This design comes from an exercise in tuning for a short achievable clock period and few clock cycles on the open sky130 flow, not from production work. At most, simulation tests tie the RTL to the original design; equivalence was not proved. Function not checked in runs 1 and 2: the RTL went through the layout flow alone. Power figures rest on the tool's default switching activity, not on a simulated workload.

==> config.mk <==
export PLATFORM = sky130hd
export DESIGN_NAME = fill_rect_top
export DESIGN_NICKNAME = fill_rect_top
export VERILOG_FILES = /design/flow/design.v
export SDC_FILE = /design/flow/constraint.sdc
export NUM_CORES = 4
export LEC_CHECK = 0
export ABC_CLOCK_PERIOD_IN_PS = 3000
export CAP_MARGIN = 20
export CORE_MARGIN = 2
export CORE_UTILIZATION = 40
export SETUP_SLACK_MARGIN = 3.2
export SLEW_MARGIN = 20
export SYNTH_HIERARCHICAL = 1
export SYNTH_MINIMUM_KEEP_SIZE = 0
==> constraint.sdc <==
create_clock -name core_clock -period 6.5 [get_ports {clk}]
set_input_delay 1.3000 -clock core_clock [delete_from_list [all_inputs] [get_ports {clk}]]
set_output_delay 1.3000 -clock core_clock [all_outputs]
set_load 0.01 [all_outputs]
==> design.v <==
`timescale 1ns/10ps
package fill_rect_pkg;
    typedef logic [15:0] coord_t;
    typedef logic [11:0] rgb_t;
    localparam int CMD_BYTES = 11;
    localparam logic [1:0] REG_FB_BASE = 2'd0;
    localparam logic [1:0] REG_STRIDE  = 2'd1;
    localparam logic [1:0] REG_CLIP    = 2'd2;
    localparam logic [1:0] REG_COUNT   = 2'd3;
endpackage
`timescale 1ns/10ps
module cmd_fifo #(
    parameter int DEPTH = 4,
    parameter int W     = 72
) (
    input  logic         clk,
    input  logic         rst_,
    input  logic         push,
    input  logic [W-1:0] push_data,
    input  logic         pop,
    output logic         head_valid,
    output logic [W-1:0] head_data,
    input  logic         accept_last,
    output logic         cmd_ready,
    output logic         not_empty_next
);
    localparam int CNT_W = $clog2(DEPTH + 1);
    logic [W-1:0]     mem [DEPTH];
    logic [CNT_W-1:0] cnt;
    logic [CNT_W-1:0] cnt_d;
    logic [CNT_W-1:0] occ_d;
    logic             ready_q;
    assign head_valid = (cnt != '0);
    assign head_data  = mem[0];
    assign cmd_ready  = ready_q;
    always_comb
    begin
        cnt_d = cnt;
        if (push && !pop)
            cnt_d = cnt + 1'b1;
        else if (!push && pop)
            cnt_d = cnt - 1'b1;
    end
    assign occ_d          = cnt_d + CNT_W'(accept_last);
    assign not_empty_next = (cnt_d != '0);
    always_ff @(posedge clk or negedge rst_)
    begin
        if (!rst_)
        begin
            cnt     <= '0;
            ready_q <= 1'b1;
        end
        else
        begin
            cnt     <= cnt_d;
            ready_q <= (occ_d < CNT_W'(DEPTH));
        end
    end
    always_ff @(posedge clk)
    begin
        for (int i = 0; i < DEPTH; i++)
        begin
            if (pop)
            begin
                if (push && CNT_W'(i + 1) == cnt)
                    mem[i] <= push_data;
                else if (i + 1 < DEPTH)
                    mem[i] <= mem[(i + 1 < DEPTH) ? i + 1 : i];
            end
            else if (push && CNT_W'(i) == cnt)
                mem[i] <= push_data;
        end
    end
endmodule
`timescale 1ns/10ps
module fill_rect_decode_engine #(
    parameter int ADDR_W = 24
) (
    input  logic                  clk,
    input  logic                  rst_,
    input  logic                  cmd_valid,
    input  logic [7:0]            cmd_data,
    input  logic                  cmd_ready,
    input  logic [ADDR_W-1:0]     fb_base,
    input  fill_rect_pkg::coord_t stride,
    input  logic [17:0]           stride3,
    input  fill_rect_pkg::coord_t clip_w,
    input  fill_rect_pkg::coord_t clip_h,
    output logic                  partial,
    output logic                  accept_last,
    output logic                  cmd_push,
    output logic [ADDR_W-1:0]     push_addr,
    output logic [ADDR_W-1:0]     push_addr2,
    output fill_rect_pkg::coord_t push_w,
    output fill_rect_pkg::coord_t push_h,
    output logic                  push_w1,
    output logic                  push_h1,
    output logic                  push_empty,
    output fill_rect_pkg::rgb_t   push_rgb
);
    logic [3:0]  bidx;
    logic        accept;
    logic [7:0]  xh, xl, yh, yl, wh, wl, hh, hl;
    logic [3:0]  rv, gv, bv;
    logic [15:0] x, y, w, h;
    logic [ADDR_W-1:0] acc_q;
    logic [ADDR_W-1:0] acc2_q;
    logic [16:0]       dx_q, dy_q;
    logic [15:0]       visw_q, vish_q;
    logic              m_run;
    logic [7:0]        m_oh;
    logic              m_stall;
    logic [1:0]        m_dig;
    logic [ADDR_W-1:0] m_s1;
    logic [ADDR_W-1:0] m_s3;
    logic [ADDR_W-1:0] m_pp;
    assign accept      = cmd_valid && cmd_ready;
    assign accept_last = accept && (bidx == 4'd10);
    assign partial     = (bidx != 4'd0);
    assign x = {xh, xl};
    assign y = {yh, yl};
    assign w = {wh, wl};
    assign h = {hh, hl};
    always_ff @(posedge clk or negedge rst_)
    begin
        if (!rst_)
        begin
            bidx     <= '0;
            cmd_push <= 1'b0;
            m_run    <= 1'b0;
            m_oh     <= '0;
        end
        else
        begin
            cmd_push <= accept_last;
            if (accept)
                bidx <= (bidx == 4'd10) ? 4'd0 : bidx + 4'd1;
            if (accept && bidx == 4'd2)
            begin
                m_run <= 1'b1;
                m_oh  <= 8'd1;
            end
            else if (m_run && !m_stall)
            begin
                m_oh <= {m_oh[6:0], 1'b0};
                if (m_oh[7])
                    m_run <= 1'b0;
            end
        end
    end
    always_ff @(posedge clk)
    begin
        if (accept)
        begin
            case (bidx)
                4'd0:  xh <= cmd_data;
                4'd1:  xl <= cmd_data;
                4'd2:  yh <= cmd_data;
                4'd3:  yl <= cmd_data;
                4'd4:  wh <= cmd_data;
                4'd5:  wl <= cmd_data;
                4'd6:  hh <= cmd_data;
                4'd7:  hl <= cmd_data;
                4'd8:  rv <= cmd_data[3:0];
                4'd9:  gv <= cmd_data[3:0];
                default: bv <= cmd_data[3:0];
            endcase
        end
    end
    assign m_stall = m_oh[4] && (bidx == 4'd3);
    assign m_dig   = ({2{m_oh[0]}} & yh[1:0]) | ({2{m_oh[1]}} & yh[3:2]) |
                     ({2{m_oh[2]}} & yh[5:4]) | ({2{m_oh[3]}} & yh[7:6]) |
                     ({2{m_oh[4]}} & yl[1:0]) | ({2{m_oh[5]}} & yl[3:2]) |
                     ({2{m_oh[6]}} & yl[5:4]) | ({2{m_oh[7]}} & yl[7:6]);
    always_comb
    begin
        case (m_dig)
            2'd0: m_pp = '0;
            2'd1: m_pp = m_s1;
            2'd2: m_pp = {m_s1[ADDR_W-2:0], 1'b0};
            default: m_pp = m_s3;
        endcase
    end
    always_ff @(posedge clk)
    begin
        if (accept && bidx == 4'd2)
        begin
            acc_q  <= fb_base + ADDR_W'(x);
            acc2_q <= fb_base + ADDR_W'(x) + ADDR_W'(stride);
            m_s1   <= ADDR_W'({stride, 8'd0});
            m_s3   <= ADDR_W'({stride3, 8'd0});
        end
        else if (m_run && !m_stall)
        begin
            acc_q  <= acc_q + m_pp;
            acc2_q <= acc2_q + m_pp;
            if (m_oh[3])
            begin
                m_s1 <= ADDR_W'(stride);
                m_s3 <= ADDR_W'(stride3);
            end
            else
            begin
                m_s1 <= {m_s1[ADDR_W-3:0], 2'b00};
                m_s3 <= {m_s3[ADDR_W-3:0], 2'b00};
            end
        end
    end
    always_ff @(posedge clk)
    begin
        dx_q <= {1'b0, clip_w} - {1'b0, x};
        dy_q <= {1'b0, clip_h} - {1'b0, y};
        if (dx_q[16] || dx_q[15:0] == 16'd0)
            visw_q <= '0;
        else
            visw_q <= (w < dx_q[15:0]) ? w : dx_q[15:0];
        if (dy_q[16] || dy_q[15:0] == 16'd0)
            vish_q <= '0;
        else
            vish_q <= (h < dy_q[15:0]) ? h : dy_q[15:0];
    end
    assign push_addr  = acc_q;
    assign push_addr2 = acc2_q;
    assign push_w     = visw_q;
    assign push_h     = vish_q;
    assign push_w1    = (visw_q == 16'd1);
    assign push_h1    = (vish_q == 16'd1);
    assign push_empty = (visw_q == 16'd0) || (vish_q == 16'd0);
    assign push_rgb   = {rv, gv, bv};
endmodule
`timescale 1ns/10ps
module fill_rect_pixel_gen #(
    parameter int ADDR_W = 24
) (
    input  logic                  clk,
    input  logic                  rst_,
    input  logic                  head_valid,
    input  logic [ADDR_W-1:0]     head_addr,
    input  logic [ADDR_W-1:0]     head_addr2,
    input  fill_rect_pkg::coord_t head_w,
    input  fill_rect_pkg::coord_t head_h,
    input  logic                  head_w1,
    input  logic                  head_h1,
    input  logic                  head_empty,
    input  fill_rect_pkg::rgb_t   head_rgb,
    input  fill_rect_pkg::coord_t stride,
    output logic                  pop,
    output logic                  rect_done,
    output logic                  pv_next,
    output logic                  pix_valid,
    input  logic                  pix_ready,
    output logic [ADDR_W-1:0]     pix_addr,
    output fill_rect_pkg::rgb_t   pix_rgb
);
    logic              xfer;
    logic              last_pix;
    logic              load;
    logic              load_empty;
    fill_rect_pkg::coord_t ccnt, rcnt, wid;
    logic              clast, rlast, wid1;
    logic [ADDR_W-1:0] next_row;
    assign xfer       = pix_valid && pix_ready;
    assign last_pix   = clast && rlast;
    assign load       = head_valid && !head_empty && (!pix_valid || (xfer && last_pix));
    assign load_empty = head_valid && head_empty && !pix_valid;
    assign pop        = load || load_empty;
    assign rect_done  = (xfer && last_pix) || load_empty;
    always_comb
    begin
        pv_next = pix_valid;
        if (load)
            pv_next = 1'b1;
        else if (xfer && last_pix)
            pv_next = 1'b0;
    end
    always_ff @(posedge clk or negedge rst_)
    begin
        if (!rst_)
            pix_valid <= 1'b0;
        else
            pix_valid <= pv_next;
    end
    always_ff @(posedge clk)
    begin
        if (load)
        begin
            pix_addr <= head_addr;
            next_row <= head_addr2;
            pix_rgb  <= head_rgb;
            ccnt     <= head_w;
            clast    <= head_w1;
            wid      <= head_w;
            wid1     <= head_w1;
            rcnt     <= head_h;
            rlast    <= head_h1;
        end
        else if (xfer)
        begin
            if (clast)
            begin
                pix_addr <= next_row;
                next_row <= next_row + ADDR_W'(stride);
                ccnt     <= wid;
                clast    <= wid1;
                rcnt     <= rcnt - 16'd1;
                rlast    <= (rcnt == 16'd2);
            end
            else
            begin
                pix_addr <= pix_addr + ADDR_W'(1);
                ccnt     <= ccnt - 16'd1;
                clast    <= (ccnt == 16'd2);
            end
        end
    end
endmodule
`timescale 1ns/10ps
module fb_config_regs #(
    parameter int ADDR_W = 24
) (
    input  logic                  clk,
    input  logic                  rst_,
    input  logic                  cfg_wr,
    input  logic [1:0]            cfg_addr,
    input  logic [31:0]           cfg_wdata,
    output logic [31:0]           cfg_rdata,
    output logic [ADDR_W-1:0]     fb_base,
    output fill_rect_pkg::coord_t stride,
    output logic [17:0]           stride3,
    output fill_rect_pkg::coord_t clip_w,
    output fill_rect_pkg::coord_t clip_h,
    input  logic                  rect_done,
    input  logic                  busy_next,
    output logic                  busy
);
    logic [31:0] done_count;
    always_ff @(posedge clk or negedge rst_)
    begin
        if (!rst_)
        begin
            fb_base    <= '0;
            stride     <= '0;
            clip_w     <= '0;
            clip_h     <= '0;
            done_count <= '0;
            busy       <= 1'b0;
        end
        else
        begin
            if (cfg_wr)
            begin
                case (cfg_addr)
                    fill_rect_pkg::REG_FB_BASE: fb_base <= cfg_wdata[ADDR_W-1:0];
                    fill_rect_pkg::REG_STRIDE:  stride  <= cfg_wdata[15:0];
                    fill_rect_pkg::REG_CLIP:
                    begin
                        clip_w <= cfg_wdata[31:16];
                        clip_h <= cfg_wdata[15:0];
                    end
                    default:     ;
                endcase
            end
            if (rect_done)
                done_count <= done_count + 32'd1;
            busy <= busy_next;
        end
    end
    always_ff @(posedge clk)
        stride3 <= {2'b00, stride} + {1'b0, stride, 1'b0};
    logic [31:0] rd_base_clip_n;
    logic [31:0] rd_stride_count_n;
    fb_rd_mux2i u_rd_lo (
        .sel (cfg_addr[1]),
        .a0  (32'(fb_base)),
        .a1  ({clip_w, clip_h}),
        .y_n (rd_base_clip_n)
    );
    fb_rd_mux2i u_rd_hi (
        .sel (cfg_addr[1]),
        .a0  ({16'd0, stride}),
        .a1  (done_count),
        .y_n (rd_stride_count_n)
    );
    fb_rd_mux2i u_rd_out (
        .sel (cfg_addr[0]),
        .a0  (rd_base_clip_n),
        .a1  (rd_stride_count_n),
        .y_n (cfg_rdata)
    );
endmodule
module fb_rd_mux2i (
    input  logic        sel,
    input  logic [31:0] a0,
    input  logic [31:0] a1,
    output logic [31:0] y_n
);
    assign y_n = ~(sel ? a1 : a0);
endmodule
`timescale 1ns/10ps
module fill_rect_top #(
    parameter int ADDR_W     = 24,
    parameter int FIFO_DEPTH = 16
) (
    input  logic                clk,
    input  logic                rst_,
    input  logic                cmd_valid,
    input  logic [7:0]          cmd_data,
    output logic                cmd_ready,
    input  logic                cfg_wr,
    input  logic [1:0]          cfg_addr,
    input  logic [31:0]         cfg_wdata,
    output logic [31:0]         cfg_rdata,
    output logic                busy,
    output logic                pix_valid,
    input  logic                pix_ready,
    output logic [ADDR_W-1:0]   pix_addr,
    output fill_rect_pkg::rgb_t pix_rgb
);
    localparam int QW = ADDR_W + ADDR_W + 16 + 16 + 3 + 12;
    logic [ADDR_W-1:0]     fb_base;
    fill_rect_pkg::coord_t stride;
    logic [17:0]           stride3;
    fill_rect_pkg::coord_t clip_w;
    fill_rect_pkg::coord_t clip_h;
    logic                  partial;
    logic                  accept_last;
    logic                  cmd_push;
    logic [ADDR_W-1:0]     push_addr;
    logic [ADDR_W-1:0]     push_addr2;
    fill_rect_pkg::coord_t push_w, push_h;
    logic                  push_w1, push_h1, push_empty;
    fill_rect_pkg::rgb_t   push_rgb;
    logic                  q_pop;
    logic                  head_valid;
    logic [QW-1:0]         head_data;
    logic                  q_not_empty_next;
    logic                  rect_done;
    logic                  pv_next;
    logic                  busy_next;
    fill_rect_decode_engine #(
        .ADDR_W (ADDR_W)
    ) u_decode (
        .clk          (clk),
        .rst_         (rst_),
        .cmd_valid    (cmd_valid),
        .cmd_data     (cmd_data),
        .cmd_ready    (cmd_ready),
        .fb_base      (fb_base),
        .stride       (stride),
        .stride3      (stride3),
        .clip_w       (clip_w),
        .clip_h       (clip_h),
        .partial      (partial),
        .accept_last  (accept_last),
        .cmd_push     (cmd_push),
        .push_addr    (push_addr),
        .push_addr2   (push_addr2),
        .push_w       (push_w),
        .push_h       (push_h),
        .push_w1      (push_w1),
        .push_h1      (push_h1),
        .push_empty   (push_empty),
        .push_rgb     (push_rgb)
    );
    cmd_fifo #(
        .DEPTH (4),
        .W     (QW)
    ) u_cmd_fifo (
        .clk            (clk),
        .rst_           (rst_),
        .push           (cmd_push),
        .push_data      ({push_addr, push_addr2, push_w, push_h, push_w1, push_h1, push_empty, push_rgb}),
        .pop            (q_pop),
        .head_valid     (head_valid),
        .head_data      (head_data),
        .accept_last    (accept_last),
        .cmd_ready      (cmd_ready),
        .not_empty_next (q_not_empty_next)
    );
    fill_rect_pixel_gen #(
        .ADDR_W (ADDR_W)
    ) u_pixel_gen (
        .clk        (clk),
        .rst_       (rst_),
        .head_valid (head_valid),
        .head_addr  (head_data[QW-1 -: ADDR_W]),
        .head_addr2 (head_data[QW-ADDR_W-1 -: ADDR_W]),
        .head_w     (head_data[46:31]),
        .head_h     (head_data[30:15]),
        .head_w1    (head_data[14]),
        .head_h1    (head_data[13]),
        .head_empty (head_data[12]),
        .head_rgb   (head_data[11:0]),
        .stride     (stride),
        .pop        (q_pop),
        .rect_done  (rect_done),
        .pv_next    (pv_next),
        .pix_valid  (pix_valid),
        .pix_ready  (pix_ready),
        .pix_addr   (pix_addr),
        .pix_rgb    (pix_rgb)
    );
    assign busy_next = partial || q_not_empty_next || pv_next;
    fb_config_regs #(
        .ADDR_W (ADDR_W)
    ) u_config_regs (
        .clk        (clk),
        .rst_       (rst_),
        .cfg_wr     (cfg_wr),
        .cfg_addr   (cfg_addr),
        .cfg_wdata  (cfg_wdata),
        .cfg_rdata  (cfg_rdata),
        .fb_base    (fb_base),
        .stride     (stride),
        .stride3    (stride3),
        .clip_w     (clip_w),
        .clip_h     (clip_h),
        .rect_done  (rect_done),
        .busy_next  (busy_next),
        .busy       (busy)
    );
endmodule
==> run.sh <==
#!/bin/bash
# synth_recipe.tcl (not shown) runs the flow's synth.tcl, then flattens the netlist and writes it again
# the make line also repeats each setting of config.mk as NAME=value (left out here)
make -C /OpenROAD-flow-scripts/flow DESIGN_CONFIG=/design/flow/config.mk WORK_HOME=/design/flow/orfs CLKGATE_MAP_FILE= SYNTH_SCRIPT=/design/flow/synth_recipe.tcl finish
==> flow_summary.yaml, run 1 <==
clock_tree:
  cts_sinks: 871
  clk_pin_slew_ns: 0.06
  cts_hold_buf: 0
  cts_tree: "done"
  insertion_delay_ns: 0.68
  clockBufferDepth: 3
  cts_root_buf: "clkbuf_16"
  cts_buffers: 96
  htreeDepth: 3
final_layout:
  stdcell_count: 5736
  multi_input_area_um2: 23220
  areaGrowthSynthToFinish_pct: 19.34
  regArea_um2: 22650
  drive_gt1_share_pct: 18.67
  fillers: 9970
  insertedDiodeCount: 0
  final_nets: 4394
  final_cell_area_um2: 54510
routing:
  dr.first_iter.drc_count: 2274
  avgRoutedWirePerCell_um: 20.98
  vias: 30880
  firstDrtPassIters: 7
  routed_via_density: 5.383
  drcViolationCount: 0
  ant_nets: 0
  routed_wl_um: 120300
outcome:
  outcome: "finished clean"
min_path:
  hp-class: "register to register"
worst_setup_path:
  cp-start-kind: "register"
  endpoint_kind: "register"
  crit_arrival_ns: 4.39
  crit_type: "register to register"
  required_ns: 6.91
  crit_fanout: 11
yosys:
  ys_seq_area_share_pct: 49.55
  yosys_register_bits: 871
  synth_cell_types: 97
  syn_inst: 3904
  ys_warn_count: 11
  netlist_area_um2: 45670
  synth-async-reset-ratio_pct: 14.24
  synth_flop_cell: "edfxtp_1"
  synth-edff-count: 457
  synth.avg_cell_area_um2: 11.70
global_route:
  grt_pass1_vias: 30340
  grt.overflow.total: 0
  grt_max_degree: 96
  grt.total_usage_pct: 20.20
  grt_antenna_before_repair: 5
  grt_pass1_wl_um: 183100
power_and_ir_drop:
  cellPowerDensity_nw_per_um2: 583.4
  power_w: 0.03180
  ir_drop_mv: 0.2935
  leakage_nw: 22.93
  seqPwrFrac_pct: 34.7
  p_comb_share_pct: 47.4
  p_sw_share_pct: 38.48
  clockPowerShare_pct: 17.8
  p_int_w: 0.01957
  p_switching_w: 0.01224
floorplanning:
  num_io_pins: 118
  die-height_um: 341.9
  core_area_um2: 112800
  die_area_um2: 116900
  num_rows: 123
  die_width_um: 341.9
  start_util_pct: 40.49
sta:
  rsz0062_at_grt: "true"
  worstMarginPinSlew_ns: 1.081
  slew_headroom_pct: 27.75
  skew_ns: 0.05839
  finalCritPeriodShare_pct: 61.29
  tns_ns: 0
  hold_slack_ns: 0.4172
  hold_violations: 0
  fin_crit_ns: 3.984
  max_freq_mhz: 251.0
  slew_viol_final: 0
  setup_viol: 0
place:
  dp.cells: 5417
  io_buffers: 117
  dpl_cell_area_um2: 48490
  place_congestion: 0.8787
  dpl.hpwl_um: 81760
flow_run:
  max_cap_violations: 0
-- layout by cell type (no fill, tap or decap), drive strengths merged, types with 11 or more instances in the layout --
cell / n
o21bai: 12
mux2: 264
clkdlybuf4s50: 82
o21a: 13
a21oi: 192
nand2b: 23
and2: 18
nor2b: 20
nor2: 178
nand4: 27
nand3: 79
a211oi: 31
a22o: 16
dfrtp: 123
o31ai: 29
mux2i: 652
nand2: 299
a31oi: 15
o21ai: 185
clkinv: 27
nor3: 43
dfxtp: 290
xnor2: 120
ha: 187
clkbuf: 146
buf: 201
conb: 24
o211ai: 11
and3: 22
inv: 125
edfxtp: 457
a21o: 49
xor2: 85
nor4: 25
or3: 13
-- cell usage after synthesis, drive strengths merged (8+ instances only) --
master  instances  share of area, %
mux2i         652                14
edfxtp        457                30
nand2         298               2.5
dfxtp         290                13
mux2          264               6.5
a21oi         192               2.1
ha            187               5.1
o21ai         185               2.1
nor2          178               1.5
dfrtp         123               6.7
inv           120              0.99
xnor2         120               2.3
buf            90               1.5
xor2           85               1.6
clkbuf         79              0.74
nand3          79              0.89
a21o           49              0.81
nor3           43              0.49
a211oi         31              0.51
o31ai          29              0.48
nand4          27              0.42
nor4           25              0.39
nand2b         23              0.32
and3           22              0.30
nor2b          20              0.27
a22o           16              0.31
and2           16              0.22
a31oi          15              0.22
o21a           13              0.21
or3            13              0.19
o21bai         12              0.20
o211ai         11              0.20
a22oi          10              0.16
and4           10              0.20
nand3b         10              0.16
a211o           9              0.17
a21boi          8              0.13
fa              8              0.35
-- final cells by class --
type / instances / share of cell area (%)
clock buffer: 141 / 5.417
clock inverter: 41 / 0.7460
inverter: 121 / 0.8516
multi-input combinational: 2769 / 42.61
sequential: 871 / 41.56
tap: 1500 / 3.443
timing repair buffer: 293 / 5.376
-- Yosys stat by module (local to each module, per instance), a selection --
module,flip-flops and latches,cell area (um2),times used,cells
fb_rd_mux2i,0,376.6,3,36
fill_rect_top,0,6.256,1,1
-- timing repair --
action | in CTS | in global routing
gates cloned | 13 | 3
endpoints found under the hold margin | 0 | 0
buffers inserted | 91 | 30
setup endpoints to repair | 447 | 451
resized for setup | 320 | 89
pin swaps | 98 | 65
-- registers in the layout, summed over array words and instances, names as in the netlist, 17 cells and up --
register                  cells
u_cmd_fifo.mem              380
u_config_regs.done_count     32
u_config_regs.fb_base        24
u_decode.acc2_q              24
u_decode.acc_q               24
u_decode.m_s1                24
u_decode.m_s3                24
u_pixel_gen.next_row         24
u_pixel_gen.pix_addr         24
u_config_regs.stride3        18
u_decode.dx_q                17
u_decode.dy_q                17
-- layer usage --
metal / up-vias / wire (um) / part of all wire [%] / track usage, %
li1: 14870 / - / - / -
met4: 4 / 3105 / 2.6 / 5.754
met1: 15070 / 58730 / 49 / 29.66
met2: 768 / 51070 / 42 / 30.18
met3: 169 / 7396 / 6.1 / 3.828
met5: - / 27 / 0.022 / 0
-- path summary, 6_finish.rpt --
path	startpoint	to	slack, ns	cells after the start
setup / recovery	u_decode.m_oh[3]$_DFFE_PN0P_	u_decode.acc2_q[22]$_DFFE_PP_	2.52	16
hold / removal	u_cmd_fifo.mem[0][9]$_DFFE_PP_	u_pixel_gen.pix_rgb[9]$_DFFE_PP_	0.42	0
setup reg to reg	u_decode.m_oh[3]$_DFFE_PN0P_	u_decode.acc2_q[22]$_DFFE_PP_	2.52	16
hold reg to reg	u_cmd_fifo.mem[0][9]$_DFFE_PP_	u_pixel_gen.pix_rgb[9]$_DFFE_PP_	0.42	0
max in group asynchronous	rst_	u_config_regs.stride[12]$_DFFE_PN0P_	4.58	2
min in group asynchronous	rst_	u_config_regs.done_count[27]$_DFFE_PN0P_	0.66	1
-- worst max-delay path, stage by stage (launching register included) --
cell and delay (ns):
dfrtp_2 0.42, a22oi_2 0.20, and4_4 0.29, buf_12 0.11, buf_4 0.27, o21ai_2 0.18, fa_2 0.41, a211oi_4 0.29
o211ai_1 0.15, a41oi_2 0.22, o2111ai_2 0.15, a21oi_2 0.19, o21ai_2 0.09, a311oi_2 0.34, o21ai_1 0.12, xnor2_1 0.16
mux2i_1 0.10
-- cell families after synthesis --
logic type	count (synthesis)	share of synthesized area, %
adder cells (fa/ha/maj)	195	5.473
other	1	0.008210
multiplexers	916	20.80
AO/OA/AOI/OAI	632	8.577
flip-flops	871	49.55
AND/OR/NAND/NOR	794	8.374
buffers and inverters	290	3.268
XOR/XNOR	205	3.948
-- power groups by stage --
stage          Combinational, W  Clock, W  Sequential (W)
3_3_place_gp             0.0123         0          0.0110
3_5_place_dp             0.0125         0          0.0110
4_1_cts                  0.0145   0.00578          0.0110
2_1_floorplan           0.00988         0          0.0102
6_report                 0.0151   0.00567          0.0110
5_1_grt                  0.0166   0.00601          0.0113
-- per-stage QoR --
| step | worst slack (ns) | util [%] |
|---|---|---|
| detailed placement | 1.906 | 42.99 |
| CTS | 2.501 | 47.70 |
| global placement | 1.983 | 42.99 |
| floorplan | 2.803 | - |
| global route | 2.345 | 48.32 |
| finish | 2.516 | 48.32 |
==> run 2: changes to the inputs <==
==> flow/run.sh (new file) <==
#!/bin/bash
# The standard layout, with the port buffers that buffer_ports inserts
# made plain buf_4 cells instead of its default delay-buffer choice.
set -euo pipefail
export BUFFER_PORTS_ARGS="-buffer_cell sky130_fd_sc_hd__buf_4"
bash standard.sh > standard.log 2>&1
==> standard.sh (new file) <==
#!/bin/bash
# synth_recipe.tcl (not shown) runs the flow's synth.tcl, then flattens the netlist and writes it again
# the make line also repeats each setting of config.mk as NAME=value (left out here)
make -C /OpenROAD-flow-scripts/flow DESIGN_CONFIG=/design/flow/config.mk WORK_HOME=/design/flow/orfs CLKGATE_MAP_FILE= SYNTH_SCRIPT=/design/flow/synth_recipe.tcl "${@:-finish}"
removed: run.sh
==> run 2 against run 1 <==
Synthesized cell count is the same. Worst hold slack gained 0.0053 ns. Critical path depth grew 2. Largest cell class unchanged. Flip-flop and latch count is the same. Non-clock buffer count shrank 42. First-iteration DRC count grew 14%. Cell count shrank 0.71%. Sequential share of layout area grew 0.92 points.
==> flow_summary.yaml, run 2 <==
worst_setup_path:
  reg2reg_to: "u_decode.acc_q[23]$_DFFE_PP_"
  required_ns: 6.90
  r2r_setup_slack_ns: 2.50
  crit_arrival_ns: 4.41
  endpoint_kind: "register"
  worst-r2r-cell-count: 18
  rr_startpoint: "u_decode.m_oh[0]$_DFFE_PN0P_"
  crit_fanout: 6
  cp-start-kind: "register"
  crit_type: "register to register"
yosys:
  synth.avg_cell_area_um2: 11.70
  netlist_area_um2: 45670
  synth_most_common_cell: "mux2i_1"
  yosys_register_bits: 871
  ys_seq_area_share_pct: 49.55
  syn_inst: 3904
  synthTopCellsByArea: "edfxtp_1, mux2i_1, dfxtp_1, dfrtp_1, ha_1"
  ys_warn_count: 11
  post-synth-top-area-fraction_pct: 30.05
  synth-async-reset-ratio_pct: 14.24
  synth_top_cell_by_area: "edfxtp_1"
  synth_cell_types: 97
  synth_flop_cell: "edfxtp_1"
  synth_commonest_cells: "mux2i_1, edfxtp_1, nand2_1"
  synth-edff-count: 457
sta:
  slew_viol_final: 0
  skew_ns: 0.03605
  fin_crit_ns: 4.001
  tns_ns: 0
  worstMarginPinSlew_ns: 1.107
  rsz0062_at_grt: "true"
  setup_viol: 0
  finalCritPeriodShare_pct: 61.56
  slew_headroom_pct: 26.20
  max_freq_mhz: 249.9
  hold_violations: 0
clock_tree:
  cts_tree: "done"
  insertion_delay_ns: 0.68
  clk_pin_slew_ns: 0.06
  cts_root_buf: "clkbuf_16"
  cts_buffers: 95
  htreeDepth: 3
  cts_sinks: 871
  clockBufferDepth: 3
  cts_hold_buf: 0
floorplanning:
  num_io_pins: 118
  die_area_um2: 116900
  core_area_um2: 112800
  die-height_um: 341.9
  start_util_pct: 40.49
  die_width_um: 341.9
  num_rows: 123
global_route:
  grt_pass1_wl_um: 182200
  grt.overflow.total: 0
  grt_antenna_before_repair: 2
  grt_max_degree: 125
  grt_pass1_vias: 29750
  grt.total_usage_pct: 20.11
routing:
  avgRoutedWirePerCell_um: 21.19
  dr.first_iter.drc_count: 2602
  drcViolationCount: 0
  ant_nets: 0
  firstDrtPassIters: 5
  routed_via_density: 5.405
  routed_wl_um: 120700
  vias: 30780
final_layout:
  final_common_cell: "mux2i_1"
  final_nets: 4352
  largest_reg_flops: 380
  areaGrowthSynthToFinish_pct: 16.77
  final_cell_mix: "mux2i_1, edfxtp_1, dfxtp_1"
  utilization_pct: 47.28
  reg_top3: "u_cmd_fifo.mem: 380 flops, u_config_regs.done_count: 32 flops"
  drive_gt1_share_pct: 18.84
  fillers: 10180
  largest-register: "u_cmd_fifo.mem"
min_path:
  hold_depth: 0
  min_to: "u_pixel_gen.pix_rgb[4]$_DFFE_PP_"
  hp-class: "register to register"
  hp-start: "u_cmd_fifo.mem[0][4]$_DFFE_PP_"
flow_run:
  max_cap_violations: 0
power_and_ir_drop:
  leakage_nw: 22.64
  ir_drop_mv: 0.4099
  cellPowerDensity_nw_per_um2: 582.2
outcome:
  outcome: "finished clean"
place:
  io_buffers: 117
  place_congestion: 0.8342
  dpl.hpwl_um: 80220
-- run 2: area by class of cell --
class / count / area, um2 / area share (%)
multi-input combinational: 2770 / 22900 / 42.94
sequential: 871 / 22650 / 42.48
clock buffer: 140 / 2729 / 5.117
timing repair buffer: 251 / 2292 / 4.298
tap: 1500 / 1877 / 3.519
inverter: 121 / 464.2 / 0.8704
clock inverter: 40 / 410.4 / 0.7695
antenna: 2 / 5.005 / 0.009384
-- run 2: metrics by stage --
step | cells | hold slack [ns] | power, W | setup slack, ns | area, um2
detailed placement | 5413 | 0.4081 | 0.02345 | 1.997 | 48140
CTS | 5667 | 0.4223 | 0.03038 | 2.535 | 52690
floorplan | 3927 | 0.4003 | 0.02007 | 2.803 | 46080
global placement | 5413 | 0.4052 | 0.02324 | 2.010 | 48140
global route | 5693 | 0.4261 | 0.03312 | 2.327 | 53330
finish | 5695 | 0.4225 | 0.03105 | 2.499 | 53330
-- run 2: routing by layer --
metal	global-route usage, %	routed length (um)
met1	30.63	60290
met2	29.97	52100
met3	2.536	5732
met4	5.213	2537
met5	0	0
-- run 2: kinds of logic (layout without fill, tap and decap cells) --
| group | after synthesis | count (layout) | synth area share (%) |
|---|---|---|---|
| other | 1 | 26 | 0.008210 |
| multiplexers | 916 | 916 | 20.80 |
| AND/OR/NAND/NOR | 794 | 796 | 8.374 |
| XOR/XNOR | 205 | 205 | 3.948 |
| adder cells (fa/ha/maj) | 195 | 195 | 5.473 |
| flip-flops | 871 | 871 | 49.55 |
| buffers and inverters | 290 | 552 | 3.268 |
| AO/OA/AOI/OAI | 632 | 634 | 8.577 |
-- run 2: per-module statistics from Yosys (local to each module, per instance), excerpt --
| module | copies in the design | cells | cell area, um2 | flops+latches |
|---|---|---|---|---|
| fill_rect_top | 1 | 1 | 6.256 | 0 |
| fb_rd_mux2i | 3 | 36 | 376.6 | 0 |
-- run 2: critical path, stage by stage, from the launching register on --
cell and delay [ns]:
dfrtp_1 0.40, a22oi_2 0.21, nand4_1 0.23, buf_4 0.21, buf_6 0.13, buf_16 0.14
mux2i_4 0.19, o21ai_4 0.31, ha_4 0.26, or3_4 0.34, o21ai_4 0.08, a21oi_4 0.06
a221oi_4 0.32, a21oi_2 0.11, o2111ai_2 0.24, nand3_1 0.12, a31oi_2 0.16, xnor2_1 0.14
o21ai_1 0.07
-- run 2: how the worst max path moves through the flow --
stage                                       startpoint  cells after the start                             to  slack [ns]
after CTS                 u_decode.m_oh[1]$_DFFE_PN0P_                     17  u_decode.acc2_q[22]$_DFFE_PP_        2.53
final                     u_decode.m_oh[0]$_DFFE_PN0P_                     18   u_decode.acc_q[23]$_DFFE_PP_        2.50
after global placement    u_decode.m_oh[3]$_DFFE_PN0P_                     18  u_decode.acc2_q[23]$_DFFE_PP_        2.01
after global routing      u_decode.m_oh[0]$_DFFE_PN0P_                     19  u_decode.acc2_q[23]$_DFFE_PP_        2.33
after detailed placement  u_decode.m_oh[3]$_DFFE_PN0P_                     18  u_decode.acc2_q[23]$_DFFE_PP_        2.00
after floorplan           u_decode.m_oh[5]$_DFFE_PN0P_                     18   u_decode.acc_q[20]$_DFFE_PP_        2.80
-- run 2: where the power goes --
group / total (W) / switching, W / internal [W]
Combinational: 0.0146 / 0.00780 / 0.00683
Clock: 0.00543 / 0.00227 / 0.00316
Sequential: 0.0110 / 0.00195 / 0.00905
-- run 2: repair_timing --
item,4_1_cts,5_1_grt
setup endpoints to repair,167,199
gates resized for setup,150,76
pin swaps,66,50
buffers inserted,62,22
cloned,12,4
hold endpoints to repair,0,0
==> run 3: changes to the inputs <==
--- a/design.v
+++ b/design.v
@@ -23,2 +23,4 @@
     input  logic         accept_last,
+    input  logic         push_pend1,
+    input  logic         push_pend2,
     output logic         cmd_ready,
@@ -26,4 +28,7 @@
 );
+    localparam int PTR_W = $clog2(DEPTH);
     localparam int CNT_W = $clog2(DEPTH + 1);
     logic [W-1:0]     mem [DEPTH];
+    logic [PTR_W-1:0] wr_ptr;
+    logic [PTR_W-1:0] rd_ptr;
     logic [CNT_W-1:0] cnt;
@@ -33,3 +38,3 @@
     assign head_valid = (cnt != '0);
-    assign head_data  = mem[0];
+    assign head_data  = mem[rd_ptr];
     assign cmd_ready  = ready_q;
@@ -43,3 +48,4 @@
     end
-    assign occ_d          = cnt_d + CNT_W'(accept_last);
+    assign occ_d          = cnt_d + CNT_W'(push_pend2) + CNT_W'(push_pend1) +
+                            CNT_W'(accept_last);
     assign not_empty_next = (cnt_d != '0);
@@ -50,2 +56,4 @@
             cnt     <= '0;
+            wr_ptr  <= '0;
+            rd_ptr  <= '0;
             ready_q <= 1'b1;
@@ -56,2 +64,6 @@
             ready_q <= (occ_d < CNT_W'(DEPTH));
+            if (push)
+                wr_ptr <= wr_ptr + 1'b1;
+            if (pop)
+                rd_ptr <= rd_ptr + 1'b1;
         end
@@ -60,14 +72,4 @@
     begin
-        for (int i = 0; i < DEPTH; i++)
-        begin
-            if (pop)
-            begin
-                if (push && CNT_W'(i + 1) == cnt)
-                    mem[i] <= push_data;
-                else if (i + 1 < DEPTH)
-                    mem[i] <= mem[(i + 1 < DEPTH) ? i + 1 : i];
-            end
-            else if (push && CNT_W'(i) == cnt)
-                mem[i] <= push_data;
-        end
+        if (push)
+            mem[wr_ptr] <= push_data;
     end
@@ -90,2 +92,4 @@
     output logic                  accept_last,
+    output logic                  push_pend1,
+    output logic                  push_pend2,
     output logic                  cmd_push,
@@ -105,2 +109,3 @@
     logic [15:0] x, y, w, h;
+    logic [ADDR_W-1:0] bx_q;
     logic [ADDR_W-1:0] acc_q;
@@ -110,3 +115,3 @@
     logic              m_run;
-    logic [7:0]        m_oh;
+    logic [8:0]        m_oh;
     logic              m_stall;
@@ -116,2 +121,3 @@
     logic [ADDR_W-1:0] m_pp;
+    logic [ADDR_W-1:0] pp_q;
     assign accept      = cmd_valid && cmd_ready;
@@ -127,4 +133,6 @@
         begin
-            bidx     <= '0;
-            cmd_push <= 1'b0;
+            bidx      <= '0;
+            push_pend1 <= 1'b0;
+            push_pend2 <= 1'b0;
+            cmd_push  <= 1'b0;
             m_run    <= 1'b0;
@@ -134,3 +142,5 @@
         begin
-            cmd_push <= accept_last;
+            push_pend1 <= accept_last;
+            push_pend2 <= push_pend1;
+            cmd_push   <= push_pend2;
             if (accept)
@@ -140,3 +150,3 @@
                 m_run <= 1'b1;
-                m_oh  <= 8'd1;
+                m_oh  <= 9'd1;
             end
@@ -144,4 +154,4 @@
             begin
-                m_oh <= {m_oh[6:0], 1'b0};
-                if (m_oh[7])
+                m_oh <= {m_oh[7:0], 1'b0};
+                if (m_oh[8])
                     m_run <= 1'b0;
@@ -187,6 +197,4 @@
         begin
-            acc_q  <= fb_base + ADDR_W'(x);
-            acc2_q <= fb_base + ADDR_W'(x) + ADDR_W'(stride);
-            m_s1   <= ADDR_W'({stride, 8'd0});
-            m_s3   <= ADDR_W'({stride3, 8'd0});
+            m_s1 <= ADDR_W'({stride, 8'd0});
+            m_s3 <= ADDR_W'({stride3, 8'd0});
         end
@@ -194,4 +202,7 @@
         begin
-            acc_q  <= acc_q + m_pp;
-            acc2_q <= acc2_q + m_pp;
+            pp_q <= m_pp;
+            if (m_oh[0])
+                acc_q <= bx_q;
+            else
+                acc_q <= acc_q + pp_q;
             if (m_oh[3])
@@ -210,4 +221,6 @@
     begin
-        dx_q <= {1'b0, clip_w} - {1'b0, x};
-        dy_q <= {1'b0, clip_h} - {1'b0, y};
+        bx_q  <= fb_base + ADDR_W'(x);
+        acc2_q <= acc_q + ADDR_W'(stride);
+        dx_q  <= {1'b0, clip_w} - {1'b0, x};
+        dy_q  <= {1'b0, clip_h} - {1'b0, y};
         if (dx_q[16] || dx_q[15:0] == 16'd0)
@@ -426,2 +439,4 @@
     logic                  accept_last;
+    logic                  push_pend1;
+    logic                  push_pend2;
     logic                  cmd_push;
@@ -454,2 +469,4 @@
         .accept_last  (accept_last),
+        .push_pend1   (push_pend1),
+        .push_pend2   (push_pend2),
         .cmd_push     (cmd_push),
@@ -476,2 +493,4 @@
         .accept_last    (accept_last),
+        .push_pend1     (push_pend1),
+        .push_pend2     (push_pend2),
         .cmd_ready      (cmd_ready),
@@ -502,3 +521,4 @@
     );
-    assign busy_next = partial || q_not_empty_next || pv_next;
+    assign busy_next = partial || push_pend1 || push_pend2 || q_not_empty_next ||
+                       pv_next;
     fb_config_regs #(
==> run.sh (new file) <==
#!/bin/bash
# synth_recipe.tcl (not shown) runs the flow's synth.tcl, then flattens the netlist and writes it again
# the make line also repeats each setting of config.mk as NAME=value (left out here)
make -C /OpenROAD-flow-scripts/flow DESIGN_CONFIG=/design/flow/config.mk WORK_HOME=/design/flow/orfs CLKGATE_MAP_FILE= SYNTH_SCRIPT=/design/flow/synth_recipe.tcl finish
--- a/config.mk
+++ b/config.mk
@@ -11,3 +11,3 @@
 export CORE_UTILIZATION = 40
-export SETUP_SLACK_MARGIN = 3.2
+export SETUP_SLACK_MARGIN = 3.4
 export SLEW_MARGIN = 20
removed: flow/run.sh
removed: standard.sh
==> run 3 against run 2 <==
Still clean. Combinational power decreased by 43%. Total power fell by 24%. Via count fell by 16%. First-iteration DRC count fell by 13%. Clock skew fell by 0.015 ns. Synthesized cell count shrank 19%. Global-route usage is 1.2 points lower. Wire length fell by 14%. Highest routed layer is now met5.
==> flow_summary.yaml, run 3 <==
outcome:
  outcome: "finished clean"
yosys:
  synth-async-reset-ratio_pct: 14.15
  netlist_area_um2: 42630
  synth_most_common_cell: "edfxtp_1"
  synth_flop_cell: "edfxtp_1"
  syn_inst: 3158
  yosys_register_bits: 926
  synth_top_cell_by_area: "edfxtp_1"
  post-synth-top-area-fraction_pct: 45.58
  ys_seq_area_share_pct: 60.22
  synth_cell_types: 92
  synth_commonest_cells: "edfxtp_1, nand2_1, mux2i_1"
  ys_warn_count: 10
  synthTopCellsByArea: "edfxtp_1, dfrtp_1, dfxtp_1, mux4_2, ha_1"
  synth-edff-count: 647
  synth.avg_cell_area_um2: 13.50
final_layout:
  fillers: 9206
  final_nets: 3586
  final_common_cell: "edfxtp_1"
  areaGrowthSynthToFinish_pct: 15.96
  largest_reg_flops: 380
  final_cell_mix: "edfxtp_1, nand2_1, mux2i_1"
  drive_gt1_share_pct: 15.52
  final_cell_area_um2: 49430
  reg_top3: "u_cmd_fifo.mem: 380 flops, u_config_regs.done_count: 32 flops"
  largest-register: "u_cmd_fifo.mem"
  utilization_pct: 46.83
global_route:
  grt.total_usage_pct: 18.89
  grt.overflow.total: 0
  grt_pass1_wl_um: 156100
  grt_max_degree: 90
  grt_antenna_before_repair: 9
  grt_pass1_vias: 25630
power_and_ir_drop:
  leakage_nw: 18.53
  clockPowerShare_pct: 23.2
  p_comb_share_pct: 35.0
  p_int_w: 0.01537
  ir_drop_mv: 0.2203
  cellPowerDensity_nw_per_um2: 479.4
  power_w: 0.02370
  p_switching_w: 0.008330
  seqPwrFrac_pct: 41.8
  p_sw_share_pct: 35.15
flow_run:
  max_cap_violations: 0
floorplanning:
  core_area_um2: 105600
  die-height_um: 330.5
  start_util_pct: 40.38
  num_io_pins: 118
  die_width_um: 330.5
  die_area_um2: 109200
  num_rows: 119
sta:
  setup_viol: 0
  tns_ns: 0
  finalCritPeriodShare_pct: 53.58
  skew_ns: 0.02126
  slew_viol_final: 0
  worstMarginPinSlew_ns: 1.018
  fin_crit_ns: 3.482
  setup_slack_ns: 3.018
  max_freq_mhz: 287.2
  rsz0062_at_grt: "true"
  hold_violations: 0
  slew_headroom_pct: 31.98
clock_tree:
  clk_pin_slew_ns: 0.06
  cts_tree: "done"
  cts_root_buf: "clkbuf_16"
  htreeDepth: 3
  cts_buffers: 97
  clockBufferDepth: 3
  insertion_delay_ns: 0.67
  cts_sinks: 926
place:
  dp_slack_ns: 1.824
  dpl.hpwl_um: 70250
  dpl_cell_area_um2: 45340
  place_congestion: 0.8342
  io_buffers: 117
routing:
  avgRoutedWirePerCell_um: 21.32
  routed_wl_um: 103200
  firstDrtPassIters: 9
  routed_via_density: 5.331
  vias: 25810
  dr.first_iter.drc_count: 2265
  drcViolationCount: 0
  ant_nets: 0
worst_setup_path:
  slowest_stage: "mux2i_1"
  endpoint_kind: "primary output"
  crit_type: "input port to primary output"
  cp-start-kind: "input port"
  crit_chain: "buf_16 > buf_6 > buf_16 > mux2i_1 > mux2i_1 > buf_2"
  crit_fanout: 8
  worst_path_largest_cell_delay_ns: 0.18
  cp_num_buf_inv: 4
  r2r_setup_slack_ns: 3.51
  required_ns: 5.20
  cpLargestDelayFamily: "buffers and inverters"
  crit_arrival_ns: 2.18
min_path:
  hp-class: "register to register"
run 3: power by group through the flow:
stage / sequential (W) / combinational (W) / clock (W)
6_report: 0.00991 / 0.00829 / 0.00550
3_3_place_gp: 0.0101 / 0.00791 / 0
2_1_floorplan: 0.00934 / 0.00622 / 0
4_1_cts: 0.00993 / 0.00814 / 0.00561
3_5_place_dp: 0.0101 / 0.00797 / 0
5_1_grt: 0.0101 / 0.00925 / 0.00583
run 3: area by class of cell:
cell class	instances	area, um2	share of cell area [%]
Sequential cell	926	25690	51.97
Multi-Input combinational cell	2015	16220	32.80
Clock buffer	132	2734	5.531
Timing Repair Buffer	206	2123	4.295
Tap cell	1391	1740	3.521
Clock inverter	48	451.7	0.9137
Inverter	118	451.7	0.9137
Timing Repair inverter	3	22.52	0.04556
Antenna cell	2	5.005	0.01012
run 3: what timing repair did:
action                     in CTS  in global routing
pin swaps                       0                  5
hold buffers                    0                  0
buffers inserted               20                 28
cloned                         12                  2
gates resized for setup       173                 44
setup endpoints to repair     346                165
run 3: cells by family after synthesis:
kind of cell / synth area share (%)
xor+xnor: 4.188
simple gates: 7.760
compound gates: 8.239
mux: 11.70
buf+inv: 2.692
other cells: 0.008797
flops: 60.22
fa+ha+maj: 5.189
run 3: stage by stage:
stage | hold slack [ns] | instances
6_report | 0.4047 | 4841
5_1_grt | 0.4164 | 4839
4_1_cts | 0.4023 | 4808
3_5_place_dp | 0.3858 | 4596
3_3_place_gp | 0.3944 | 4596
2_1_floorplan | 0.3745 | 3181
run 3: modules after synthesis, one instance, submodules excluded, excerpt:
module	cell area [um2]	times used	cells inside	flops+latches
fill_rect_top	12.51	1	3	0
fb_rd_mux2i	376.6	3	36	0
run 3: routing by layer:
metal	track usage [%]	vias to the layer above	part of all wire, %
li1	-	12240	-
met1	27.32	12730	46
met2	29.25	691	45
met3	2.821	146	6.2
met4	6.158	2	2.7
met5	0	-	0.013
run 3: path summary, 6_finish.rpt:
kind,from,endpoint,depth (start not counted)
min in group asynchronous,rst_,u_config_regs.fb_base[13]$_DFFE_PN0P_,1
hold reg to reg,u_decode.push_pend1$_DFF_PN0_,u_decode.push_pend2$_DFF_PN0_,0
setup / recovery,cfg_addr[1],cfg_rdata[7],6
max in group asynchronous,rst_,u_config_regs.done_count[12]$_DFFE_PN0P_,2
hold / removal,u_decode.push_pend1$_DFF_PN0_,u_decode.push_pend2$_DFF_PN0_,0
setup reg to reg,u_decode.xh[0]$_DFFE_PP_,u_decode.bx_q[21]$_DFF_P_,8
run 3: worst reg2reg max path, stage by stage, from the launching register on:
cell	delay (ns)
edfxtp_1	0.49
ha_1	0.39
a21o_1	0.22
a21o_1	0.19
a2111oi_0	0.35
a21bo_2	0.28
a31oi_1	0.32
nor2_1	0.09
xor2_1	0.48
Testbench counts of run 3, summed over its fixed seeds: cycles 154,333.
==> run 4: changes to the inputs <==
==> flow/run.sh (new file) <==
#!/bin/bash
# The standard layout (standard.sh), with one change: the port buffers
# are inserted by flow/ports.tcl (plain buf cells) instead of buffer_ports'
# default choice, a delay buffer. Make's output goes to standard.log; each
# ORFS step keeps its own log under orfs/logs.
set -euo pipefail
export DONT_BUFFER_PORTS=1
export PRE_GLOBAL_PLACE_TCL="$PWD/flow/ports.tcl"
bash standard.sh > standard.log 2>&1
==> flow/ports.tcl (new file) <==
# Every input and output port gets a buffer, as buffer_ports does by default,
# but with plain buffers; the repair steps resize them later as usual.
buffer_ports -inputs -buffer_cell sky130_fd_sc_hd__buf_4
buffer_ports -outputs -buffer_cell sky130_fd_sc_hd__buf_2
==> standard.sh (new file) <==
#!/bin/bash
# synth_recipe.tcl (not shown) runs the flow's synth.tcl, then flattens the netlist and writes it again
# the make line also repeats each setting of config.mk as NAME=value (left out here)
make -C /OpenROAD-flow-scripts/flow DESIGN_CONFIG=/design/flow/config.mk WORK_HOME=/design/flow/orfs CLKGATE_MAP_FILE= SYNTH_SCRIPT=/design/flow/synth_recipe.tcl "${@:-finish}"
removed: run.sh
==> run 4 against run 3 <==
Wire length shrank 0.53%. Still clean on timing, DRC and antenna. Maximum frequency grew 11%. Clock skew grew 0.014 ns. Highest routed layer is now met4. Utilization shrank 1.5 points. Critical path depth shrank 4. Worst setup slack gained 0.35 ns. Sequential power grew 0.8%. Worst hold slack lost 0.076 ns. Synthesized area is the same. Non-clock buffer count shrank 159. Combinational power shrank 4.5%.
==> flow_summary.yaml, run 4 <==
sta:
  setup_viol: 0
  skew_ns: 0.03526
  worstMarginPinSlew_ns: 1.051
  tns_ns: 0
  max_freq_mhz: 319.7
  hold_violations: 0
  hold_slack_ns: 0.3291
  slew_viol_final: 0
  slew_headroom_pct: 29.75
  finalCritPeriodShare_pct: 48.12
  fin_crit_ns: 3.128
  rsz0062_at_grt: "true"
routing:
  vias: 25240
  dr.first_iter.drc_count: 2239
  avgRoutedWirePerCell_um: 21.94
  routed_via_density: 5.393
  routed_wl_um: 102700
  firstDrtPassIters: 5
  ant_nets: 0
  drcViolationCount: 0
yosys:
  synth_most_common_cell: "edfxtp_1"
  synthTopCellsByArea: "edfxtp_1, dfrtp_1, dfxtp_1, mux4_2, ha_1"
  synth_flop_cell: "edfxtp_1"
  syn_inst: 3158
  synth_cell_types: 92
  synth.avg_cell_area_um2: 13.50
  synth-async-reset-ratio_pct: 14.15
  post-synth-top-area-fraction_pct: 45.58
  synth_commonest_cells: "edfxtp_1, nand2_1, mux2i_1"
  synth_top_cell_by_area: "edfxtp_1"
  ys_seq_area_share_pct: 60.22
  netlist_area_um2: 42630
  yosys_register_bits: 926
  synth-edff-count: 647
  ys_warn_count: 10
power_and_ir_drop:
  p_comb_share_pct: 33.6
  seqPwrFrac_pct: 42.4
  p_int_w: 0.01523
  ir_drop_mv: 0.2608
  p_switching_w: 0.008351
  clockPowerShare_pct: 24.0
  leakage_nw: 17.69
  cellPowerDensity_nw_per_um2: 492.7
  p_sw_share_pct: 35.41
outcome:
  outcome: "finished clean"
clock_tree:
  cts_tree: "done"
  insertion_delay_ns: 0.68
  htreeDepth: 3
  cts_sinks: 926
  clockBufferDepth: 3
  cts_root_buf: "clkbuf_16"
  cts_buffers: 97
  clk_pin_slew_ns: 0.06
worst_setup_path:
  worst_path_largest_cell_delay_ns: 0.31
  crit_type: "input port to primary output"
  crit_arrival_ns: 1.83
  crit_fanout: 67
  worstSetupStartpoint: "cfg_addr[1]"
  r2r_setup_slack_ns: 3.45
  crit_cells: 2
  path_common_cell: "mux2i_1"
  worst-r2r-cell-count: 10
  slowest_stage: "mux2i_1"
  endpoint_kind: "primary output"
  rr_startpoint: "u_decode.acc_q[0]$_DFFE_PP_"
  cp-start-kind: "input port"
  required_ns: 5.20
  crit_chain: "mux2i_1 > mux2i_1"
  cp_num_buf_inv: 0
  cpLargestDelayFamily: "multiplexers"
  reg2reg_to: "u_decode.acc_q[22]$_DFFE_PP_"
global_route:
  grt_pass1_vias: 24760
  grt_antenna_before_repair: 5
  grt.total_usage_pct: 18.81
  grt_max_degree: 132
  grt.overflow.total: 0
  grt_pass1_wl_um: 155700
floorplanning:
  num_rows: 119
  die_width_um: 330.5
  core_area_um2: 105600
  die-height_um: 330.5
  num_io_pins: 118
  start_util_pct: 40.38
  die_area_um2: 109200
min_path:
  hp-class: "input port to async pin"
final_layout:
  insertedDiodeCount: 0
  fillers: 9308
  final_common_cell: "edfxtp_1"
  final_nets: 3424
  areaGrowthSynthToFinish_pct: 12.27
  largest_reg_flops: 380
  largest-register: "u_cmd_fifo.mem"
  drive_gt1_share_pct: 14.62
  final_cell_mix: "edfxtp_1, nand2_1, o21ai_0"
  reg_top3: "u_cmd_fifo.mem: 380 flops, u_config_regs.done_count: 32 flops"
place:
  io_buffers: 117
  dpl.hpwl_um: 71980
  place_congestion: 0.8492
flow_run:
  max_cap_violations: 0
[run 4: cell types whose count changed in the layout (fill, tap and decap cells not counted), sizes merged]
cell,change
bufinv,+2
clkinvlp,-3
diode,-2
nand2b,-2
dlygate4sd2,-3
clkdlybuf4s50,-79
clkbuf,+5
bufbuf,-1
buf,-73
clkinv,-5
[run 4: per-stage QoR]
stage	area, um2	power (W)	setup WS [ns]	instances	utilization, %
after floorplan	42910	0.01556	3.210	3181	-
after global placement	44180	0.01770	2.725	4481	41.85
after detailed placement	44180	0.01781	2.689	4481	41.85
after CTS	47670	0.02363	3.400	4675	45.16
after global routing	47860	0.02505	3.312	4680	45.34
final	47860	0.02358	3.372	4680	45.34
[run 4: area by class of cell]
type | instances | area [um2] | share of cell area (%)
sequential | 926 | 25700 | 53.70
multi-input combinational | 2013 | 16260 | 33.98
clock buffer | 140 | 2785 | 5.820
tap | 1391 | 1740 | 3.637
clock inverter | 43 | 514.2 | 1.075
inverter | 118 | 454.2 | 0.9490
timing repair buffer | 47 | 391.6 | 0.8183
timing repair inverter | 2 | 12.51 | 0.02614
[run 4: how the worst max path moves through the flow]
| stage | end | slack, ns |
|---|---|---|
| after floorplan | u_decode.acc_q[0]$_DFFE_PP_ | 3.21 |
| after global placement | u_config_regs.done_count[28]$_DFFE_PN0P_ | 2.73 |
| after detailed placement | u_config_regs.done_count[28]$_DFFE_PN0P_ | 2.69 |
| after CTS | cfg_rdata[3] | 3.40 |
| after global routing | u_decode.acc_q[22]$_DFFE_PP_ | 3.31 |
| final | cfg_rdata[13] | 3.37 |
[run 4: power groups by stage]
stage | combinational (W) | sequential [W] | clock (W)
3_3_place_gp | 0.00756 | 0.0101 | 0
3_5_place_dp | 0.00763 | 0.0102 | 0
5_1_grt | 0.00886 | 0.0102 | 0.00602
2_1_floorplan | 0.00622 | 0.00934 | 0
6_report | 0.00792 | 0.00999 | 0.00567
4_1_cts | 0.00787 | 0.00997 | 0.00578
[run 4: cells by family (layout without fill, tap and decap cells)]
| kind of cell | count (synthesis) | count (layout) | synth area share [%] |
|---|---|---|---|
| AO/OA/AOI/OAI | 563 | 563 | 8.239 |
| adder cells (fa/ha/maj) | 172 | 172 | 5.189 |
| XOR/XNOR | 203 | 203 | 4.188 |
| AND/OR/NAND/NOR | 681 | 681 | 7.760 |
| buffers and inverters | 242 | 350 | 2.692 |
| multiplexers | 370 | 370 | 11.70 |
| other | 1 | 24 | 0.008797 |
| flip-flops | 926 | 926 | 60.22 |
[run 4: metal layers]
metal	up-vias	wire, um	track usage [%]
met1	12570	46970	26.99
met3	116	7347	3.773
met4	0	2166	5.154
met2	655	46190	29.12
met5	-	0	0
li1	11900	-	-
[run 4: per-module statistics from Yosys, one instance, submodules excluded, excerpt]
module / cell area (um2) / copies in the design / flops+latches / cells
fb_rd_mux2i: 376.6 / 3 / 0 / 36
fill_rect_top: 12.51 / 1 / 0 / 3
[run 4: what timing repair did]
item,in CTS,in global routing
hold buffers,0,0
gates cloned,1,1
pin swaps,1,5
endpoints found under the setup margin,269,108
resized for setup,31,30
setup buffers,10,4
==> run 5: changes to the inputs <==
==> flow/run.sh (replaced) <==
#!/bin/bash
# The standard layout (standard.sh), with one change: after global
# placement, flow/ports.tcl turns the port buffers that buffer_ports inserted
# (a delay-buffer cell by default) into plain buffers; the later repair steps
# resize them as usual. Make's output goes to standard.log; each ORFS step
# keeps its own log under orfs/logs.
set -euo pipefail
export POST_GLOBAL_PLACE_TCL="$PWD/flow/ports.tcl"
bash standard.sh > standard.log 2>&1
==> flow/ports.tcl (replaced) <==
# Runs after global placement. buffer_ports has given every input and output
# port a buffer; make each of them a plain buffer of the same function.
set n_swapped 0
foreach bterm [[ord::get_db_block] getBTerms] {
  set net [$bterm getNet]
  if {$net == "NULL"} { continue }
  foreach iterm [$net getITerms] {
    set inst [$iterm getInst]
    set name [$inst getName]
    if {![regexp {^(input|output)[0-9]+$} $name -> kind]} { continue }
    set master [[$inst getMaster] getName]
    if {![regexp {^sky130_fd_sc_hd__(clkdlybuf|dlygate|dlymetal|clkbuf|buf)} $master]} { continue }
    if {$kind eq "input"} {
      set want sky130_fd_sc_hd__buf_4
    } else {
      set want sky130_fd_sc_hd__buf_2
    }
    if {$master ne $want} {
      replace_cell $name $want
      incr n_swapped
    }
  }
}
puts "ports.tcl: made $n_swapped port buffers plain buffers"
estimate_parasitics -placement
==> run 5 against run 4 <==
Sequential power shrank 1%. Sequential share of layout area shrank 0.96 points. Design area grew 1.8%.
==> flow_summary.yaml, run 5 <==
outcome:
  outcome: "finished clean"
floorplanning:
  start_util_pct: 40.38
  die_width_um: 330.5
  num_io_pins: 118
  die_area_um2: 109200
  core_area_um2: 105600
  num_rows: 119
  die-height_um: 330.5
clock_tree:
  clk_pin_slew_ns: 0.06
  clockBufferDepth: 3
  cts_root_buf: "clkbuf_16"
  cts_buffers: 97
  cts_tree: "done"
  htreeDepth: 3
  insertion_delay_ns: 0.68
  cts_sinks: 926
min_path:
  hp-class: "register to register"
yosys:
  synth_flop_cell: "edfxtp_1"
  ys_warn_count: 10
  synthTopCellsByArea: "edfxtp_1, dfrtp_1, dfxtp_1, mux4_2, ha_1"
  ys_seq_area_share_pct: 60.22
  synth_most_common_cell: "edfxtp_1"
  post-synth-top-area-fraction_pct: 45.58
  synth_cell_types: 92
  synth_commonest_cells: "edfxtp_1, nand2_1, mux2i_1"
  synth-async-reset-ratio_pct: 14.15
  syn_inst: 3158
  yosys_register_bits: 926
  synth.avg_cell_area_um2: 13.50
  synth_top_cell_by_area: "edfxtp_1"
  synth-edff-count: 647
  netlist_area_um2: 42630
routing:
  vias: 25620
  routed_via_density: 5.333
  drcViolationCount: 0
  firstDrtPassIters: 7
  routed_wl_um: 102800
  ant_nets: 0
  dr.first_iter.drc_count: 2258
  avgRoutedWirePerCell_um: 21.40
final_layout:
  stdcell_count: 4803
  final_cell_area_um2: 48710
  largest-register: "u_cmd_fifo.mem"
  final_nets: 3544
  drive_gt1_share_pct: 17.01
  final_common_cell: "edfxtp_1"
  reg_top3: "u_cmd_fifo.mem: 380 flops, u_config_regs.done_count: 32 flops"
  areaGrowthSynthToFinish_pct: 14.26
  largest_reg_flops: 380
  final_cell_mix: "edfxtp_1, nand2_1, mux2i_1"
worst_setup_path:
  crit_fanout: 8
  endpoint_kind: "primary output"
  cp-start-kind: "input port"
  crit_chain: "buf_16 > buf_16 > mux2i_1 > mux2i_1 > buf_2"
  worstSetupStartpoint: "cfg_addr[1]"
  reg2reg_to: "u_decode.acc_q[12]$_DFFE_PP_"
  slowest_stage: "mux2i_1"
  r2r_setup_slack_ns: 3.55
  rr_startpoint: "u_decode.acc_q[2]$_DFFE_PP_"
  required_ns: 5.20
  worst-r2r-cell-count: 8
  worst_path_largest_cell_delay_ns: 0.19
  crit_end: "cfg_rdata[7]"
  crit_arrival_ns: 2.07
  crit_type: "input port to primary output"
power_and_ir_drop:
  clockPowerShare_pct: 23.6
  leakage_nw: 18.32
  p_switching_w: 0.008401
  p_int_w: 0.01524
  p_sw_share_pct: 35.53
  cellPowerDensity_nw_per_um2: 485.4
  seqPwrFrac_pct: 41.8
  ir_drop_mv: 0.2472
  p_comb_share_pct: 34.6
sta:
  skew_ns: 0.03275
  slew_headroom_pct: 29.95
  slew_viol_final: 0
  finalCritPeriodShare_pct: 51.91
  fin_crit_ns: 3.374
  rsz0062_at_grt: "true"
  worstMarginPinSlew_ns: 1.048
  max_freq_mhz: 296.4
  setup_viol: 0
  hold_violations: 0
  tns_ns: 0
place:
  dpl_cell_area_um2: 44880
  dp.cells: 4596
  dpl.hpwl_um: 70450
  io_buffers: 117
flow_run:
  max_cap_violations: 0
global_route:
  grt_max_degree: 90
  grt_antenna_before_repair: 11
  grt_pass1_wl_um: 155800
  grt.total_usage_pct: 18.84
  grt_pass1_vias: 25350
  grt.overflow.total: 0
## run 5: per-stage QoR
step | setup slack (ns) | power, W | hold WS (ns) | util (%)
4_1_cts | 3.137 | 0.02366 | 0.4066 | 45.96
3_3_place_gp | 1.888 | 0.01797 | 0.3944 | 42.95
2_1_floorplan | 3.210 | 0.01556 | 0.3745 | -
6_report | 3.126 | 0.02364 | 0.4083 | 46.14
3_5_place_dp | 2.216 | 0.01793 | 0.3892 | 42.51
5_1_grt | 3.069 | 0.02511 | 0.4259 | 46.14
## run 5: repair_timing
item | 4_1_cts | 5_1_grt
endpoints found under the setup margin | 314 | 105
pin swaps | 1 | 3
hold buffers | 0 | 0
gates cloned | 7 | 0
buffers inserted | 7 | 7
resized for setup | 38 | 24
## run 5: layer usage
layer / up-vias / GRT usage [%] / routed length [um] / part of all wire, %
met1: 12630 / 27.49 / 48530 / 47
met5: - / 0 / 0 / 0
met2: 682 / 28.78 / 45860 / 45
li1: 12170 / - / - / -
met3: 136 / 3.210 / 5762 / 5.6
met4: 0 / 5.764 / 2613 / 2.5
## run 5: how the worst min path moves through the flow
stage	cells after the start	from	to
2_1_floorplan	0	u_decode.push_pend2$_DFF_PN0_	u_decode.cmd_push$_DFF_PN0_
3_3_place_gp	0	u_decode.push_pend1$_DFF_PN0_	u_decode.push_pend2$_DFF_PN0_
3_5_place_dp	0	u_decode.push_pend1$_DFF_PN0_	u_decode.push_pend2$_DFF_PN0_
4_1_cts	0	u_decode.push_pend1$_DFF_PN0_	u_decode.push_pend2$_DFF_PN0_
5_1_grt	0	u_decode.push_pend1$_DFF_PN0_	u_decode.push_pend2$_DFF_PN0_
6_report	0	u_decode.push_pend1$_DFF_PN0_	u_decode.push_pend2$_DFF_PN0_
## run 5: layout make-up
class	instances	area, um2
clock buffer	139	2800
inverter	118	451.7
timing repair inverter	1	7.507
multi-input combinational	2013	16200
timing repair buffer	168	1364
tap	1391	1740
clock inverter	45	452.9
antenna	2	5.005
sequential	926	25690
fill	9239	56860
## run 5: critical path: cells and delay by family
family | cells | cell delay (ns)
buffers and inverters | 3 | 0.44
multiplexers | 2 | 0.32
## run 5: logic make-up after synthesis
kind of cell / Yosys count / share of synthesized area [%]
AOI/OAI and AO/OA: 563 / 8.239
xor gates and xnor gates: 203 / 4.188
other: 1 / 0.008797
muxes: 370 / 11.70
and+or+nand+nor: 681 / 7.760
adders and majority gates: 172 / 5.189
DFF: 926 / 60.22
buffers and inverters: 242 / 2.692
## run 5: per-module statistics from Yosys, one instance, submodules excluded, excerpt
module / cells inside / copies in the design / area [um2]
fill_rect_top: 3 / 1 / 12.51
fb_rd_mux2i: 36 / 3 / 376.6
## run 5: power groups by stage
stage / sequential [W] / clock (W) / combinational (W)
after floorplan: 0.00934 / 0 / 0.00622
after global placement: 0.0101 / 0 / 0.00791
after detailed placement: 0.0101 / 0 / 0.00785
after CTS: 0.00991 / 0.00570 / 0.00805
after global routing: 0.0100 / 0.00594 / 0.00912
final: 0.00988 / 0.00559 / 0.00818

-- re-timing with driven ports --
No port has a modelled driver above. Below, the same layouts with a new extraction and two added sets of constraints.
Step 1: set_driving_cell puts a clkbuf_16 on clk and a buf_2 on each other input, an assumption about the parent block.
Step 2 times the ports against the registers' clock, not the clock port: input delays grow and output delays shrink by t, the midpoint of the rising clock arrivals with the driver on.
a / b / c = ideal / step 1 / step 2; a / b = the first two.
| run | t, ns | setup slack, ns | max-slew violations | max-capacitance violations | pins driven straight from the clock port |
|---|---|---|---|---|---|
| run 1 | 0.722 | 2.516 / 2.516 / 2.516 | 0 / 0 | 0 / 0 | 1 |
| run 2 | 0.738 | 2.499 / 2.499 / 2.499 | 0 / 0 | 0 / 0 | 1 |
| run 3 | 0.724 | 3.018 / 2.704 / 2.704 | 0 / 0 | 0 / 0 | 1 |
| run 4 | 0.728 | 3.372 / 1.665 / 1.665 | 0 / 200 | 0 / 2 | 1 |
| run 5 | 0.734 | 3.126 / 2.926 / 2.854 | 0 / 0 | 0 / 0 | 1 |
After both steps setup and hold are still met in every run listed. The drivers bring new slew violations in run 4. With drivers on, capacitance violations rise in run 4. For run 4, which loses most, drivers alone change the setup slack by -1.707 ns; drivers and shift together by -1.707 ns.
